Background: an optimization exercise with open tools, aiming at small area, a short achievable clock period and few clock cycles per item. Do not read the settings as production practice. Only simulation tests tie the RTL to the original design; equivalence was not proved.

Setup of old:
## lfo_wave_generator
module lfo_wave_generator #(
  parameter int MAX_PERIOD = lfo_pkg::MaxPeriodDef,
  parameter int LEVEL_BITS = lfo_pkg::LevelBitsDef
) (
  input  logic                        clk_i,
  input  logic                        rst_ni,
  input  logic                        cfg_we_i,
  input  logic [0:0]                  cfg_idx_i,
  input  logic [12:0]                 cfg_data_i,
  input  logic                        in_valid_i,
  output logic                        in_ready_o,
  input  logic                        restart_i,
  output logic                        out_valid_o,
  input  logic                        out_ready_i,
  output logic [LEVEL_BITS-1:0]       level_o,
  output logic [$clog2(MAX_PERIOD)-1:0] position_o
);
clock: 11.0 ns
lec_check: 0
cap_margin: 20
core_margin: 2
core_utilization: 40
slew_margin: 20
run.sh (not shown) runs the stock make flow with config.mk's settings and CLKGATE_MAP_FILE= SYNTH_SCRIPT=/design/flow/synth_recipe.tcl, a recipe that flattens the netlist after the stock synthesis.
old closes out successfully: all stages finished, all timing, DRC and antenna checks passed.
Testbench counts of old, summed over its fixed seeds: cycles 2,997, items 1,818.
Changes in new relative to old:
diff --git a/flow/config.mk b/flow/config.mk
--- a/flow/config.mk
+++ b/flow/config.mk
@@ -10,2 +10,3 @@
 export CORE_UTILIZATION = 40
+export SETUP_SLACK_MARGIN = 4.5
 export SLEW_MARGIN = 20
==> notes.md <==
- Compared with old, in new buffers plus inverters on the worst setup path now sits higher, post-route core utilization grew by 2.0 points, global-route usage roughly the same, area taken by multi-input logic gates grew by 3.1%.
- Against old, new reports a count of TritonRoute iterations in the first routing pass that is lower.


the reference run:
lfo_wave_generator, a different RTL version from the one above (not shown whole).
For scale: roughly 8200 cells after synthesis, ~50 I/O pins.
## lfo_wave_generator
module lfo_wave_generator #(
  parameter int MAX_PERIOD = lfo_pkg::MaxPeriodDef,
  parameter int LEVEL_BITS = lfo_pkg::LevelBitsDef
) (
  input  logic                        clk_i,
  input  logic                        rst_ni,
  input  logic                        cfg_we_i,
  input  logic [0:0]                  cfg_idx_i,
  input  logic [12:0]                 cfg_data_i,
  input  logic                        in_valid_i,
  output logic                        in_ready_o,
  input  logic                        restart_i,
  output logic                        out_valid_o,
  input  logic                        out_ready_i,
  output logic [LEVEL_BITS-1:0]       level_o,
  output logic [$clog2(MAX_PERIOD)-1:0] position_o
);
Settings: LEC_CHECK=0, CAP_MARGIN=20, CORE_MARGIN=2, CORE_UTILIZATION=55, SETUP_SLACK_MARGIN=5, SLEW_MARGIN=20; clock period 11.0 ns.
Testbench counts of the reference run, summed over its fixed seeds: cycles 2,901, items 1,818.
Here is what was changed in the inputs of the trial run compared with the reference run.
Settings: a change of CORE_UTILIZATION from 55 to 40.
--- outcome ---
- Share of the core filled with cells in the final layout ended up 17 points lower on the trial run than on the reference run.
- Number of tapcells was lower in the reference run than in the trial run.
- [compare] base=the reference run new=the trial run: clock-cell share of area dropped 0.23 points, share of the clock period used by the worst path climbed 0.47 points, setup slack at placement shows an increase of 0.096 ns, via count of the routed design down 228.
- Delta (the trial run minus the reference run): number of gates resized after cts has increased, critical path depth down 19%.


Another version of the RTL of lfo_wave_generator (not shown whole).
For scale: ~620 flip-flops, ~0.069 sq mm of cells after synthesis.
Settings: LEC_CHECK=0, CAP_MARGIN=20, CORE_MARGIN=2, CORE_UTILIZATION=40, SETUP_SLACK_MARGIN=5, SLEW_MARGIN=20; clock period 11.0 ns.
The starting point finished with timing, DRC and antenna clean.
Testbench counts at the start, summed over its fixed seeds: cycles 2,901, items 1,818.
Change:
--- a/flow/config.mk
+++ b/flow/config.mk
@@ -10 +10 @@
-export CORE_UTILIZATION = 40
+export CORE_UTILIZATION = 55
After rerunning: Area after synthesis stays the same; register-to-register slack is about the same; final area came out lower slightly.


== maple ==
lfo_wave_generator, a different RTL version from the one above (not shown whole).
Size in the first run: about 730 flip-flops, ~85000 um2 of cells after synthesis.
Settings: LEC_CHECK=0, CAP_MARGIN=20, CORE_MARGIN=2, CORE_UTILIZATION=40, SLEW_MARGIN=20; clock period 11.0 ns.
Testbench counts of maple, summed over its fixed seeds: cycles 3,429, items 1,818.
Here is what was changed in the inputs of onyx compared with maple.
-- flow/config.mk --
<<< maple, line 8
>>> onyx, line 8
export ABC_CLOCK_PERIOD_IN_PS = 5000
<<< maple, line 10
export CORE_UTILIZATION = 40
>>> onyx, line 11
export CORE_UTILIZATION = 50
export SETUP_SLACK_MARGIN = 5
[summary]
- Total negative slack of maple is on par with onyx.
- Required arrival time at the worst endpoint, maple and onyx: larger value in maple
- Of maple and onyx, the higher arrival time reported for the critical path endpoint belongs to maple.
- Sort maple and onyx by row count, ascending, and onyx comes first.
- Side by side, register fraction of the total cell area turned out lower in onyx than in maple.


Another version of the RTL of lfo_wave_generator (not shown whole).
For scale: roughly 8100 cells after synthesis.
export LEC_CHECK = 0
export CAP_MARGIN = 20
export CORE_MARGIN = 2
export CORE_UTILIZATION = 55
export SETUP_SLACK_MARGIN = 5
export SLEW_MARGIN = 20
create_clock -name core_clock -period 11.0 [get_ports {clk_i}]
The baseline ran to the end with no violations.
Testbench counts at the start, summed over its fixed seeds: cycles 2,951, items 1,818.
Change:
--- a/flow/config.mk
+++ b/flow/config.mk
@@ -10 +10 @@
-export CORE_UTILIZATION = 55
+export CORE_UTILIZATION = 40
After rerunning: Cell count rises by 6.5%; die area rises by 37%; global-route usage falls by 10 points.

==> afterwards: timing with drivers on the ports <==
How much do the figures lean on ideal ports? The routed layouts below were timed once more, with nothing changed but the port constraints. Step 1 (the two cells are an assumption about what drives the block):
set clk [get_ports {clk_i}]
set_driving_cell -lib_cell sky130_fd_sc_hd__clkbuf_16 $clk
set_driving_cell -lib_cell sky130_fd_sc_hd__buf_2 [delete_from_list [all_inputs] $clk]
Step 2, shift: input delay + t, output delay - t, t = (earliest + latest rising clock arrival at the registers) / 2. This alone moves slack from input paths to output paths. Slacks: ideal / step 1 / step 2; pairs: ideal / step 1.
| run | shift t [ns] | setup slack, ns | worst setup path at the end | worst slew at a driven data input, ns |
|---|---|---|---|---|
| old | 0.817 | 3.319 / 3.319 / 3.319 | register to register | 0.04 |
| new | 0.811 | 4.471 / 4.471 / 4.471 | register to register | 0.04 |
| the reference run | 0.744 | 5.048 / 5.048 / 4.497 | input to register | 0.07 |
| the trial run | 0.779 | 4.996 / 4.996 / 4.434 | input to register | 0.03 |
| the first run of note 3 | 0.797 | 5.124 / 5.124 / 4.436 | input to register | 0.06 |
| the second run of note 3 | 0.766 | 5.120 / 5.120 / 4.420 | input to register | 0.09 |
| maple | 0.792 | 0.422 / 0.422 / 0.422 | register to register | 0.04 |
| onyx | 0.800 | 0.926 / 0.926 / 0.926 | register to register | 0.05 |
| the first run of note 5 | 0.768 | 5.103 / 5.103 / 4.517 | input to register | 0.06 |
| the second run of note 5 | 0.796 | 5.188 / 5.188 / 4.477 | input to register | 0.05 |
After both steps setup and hold are still met in every run listed. For the second run of note 5, which loses most, drivers alone change the setup slack by 0.000 ns; drivers and shift together by -0.711 ns.
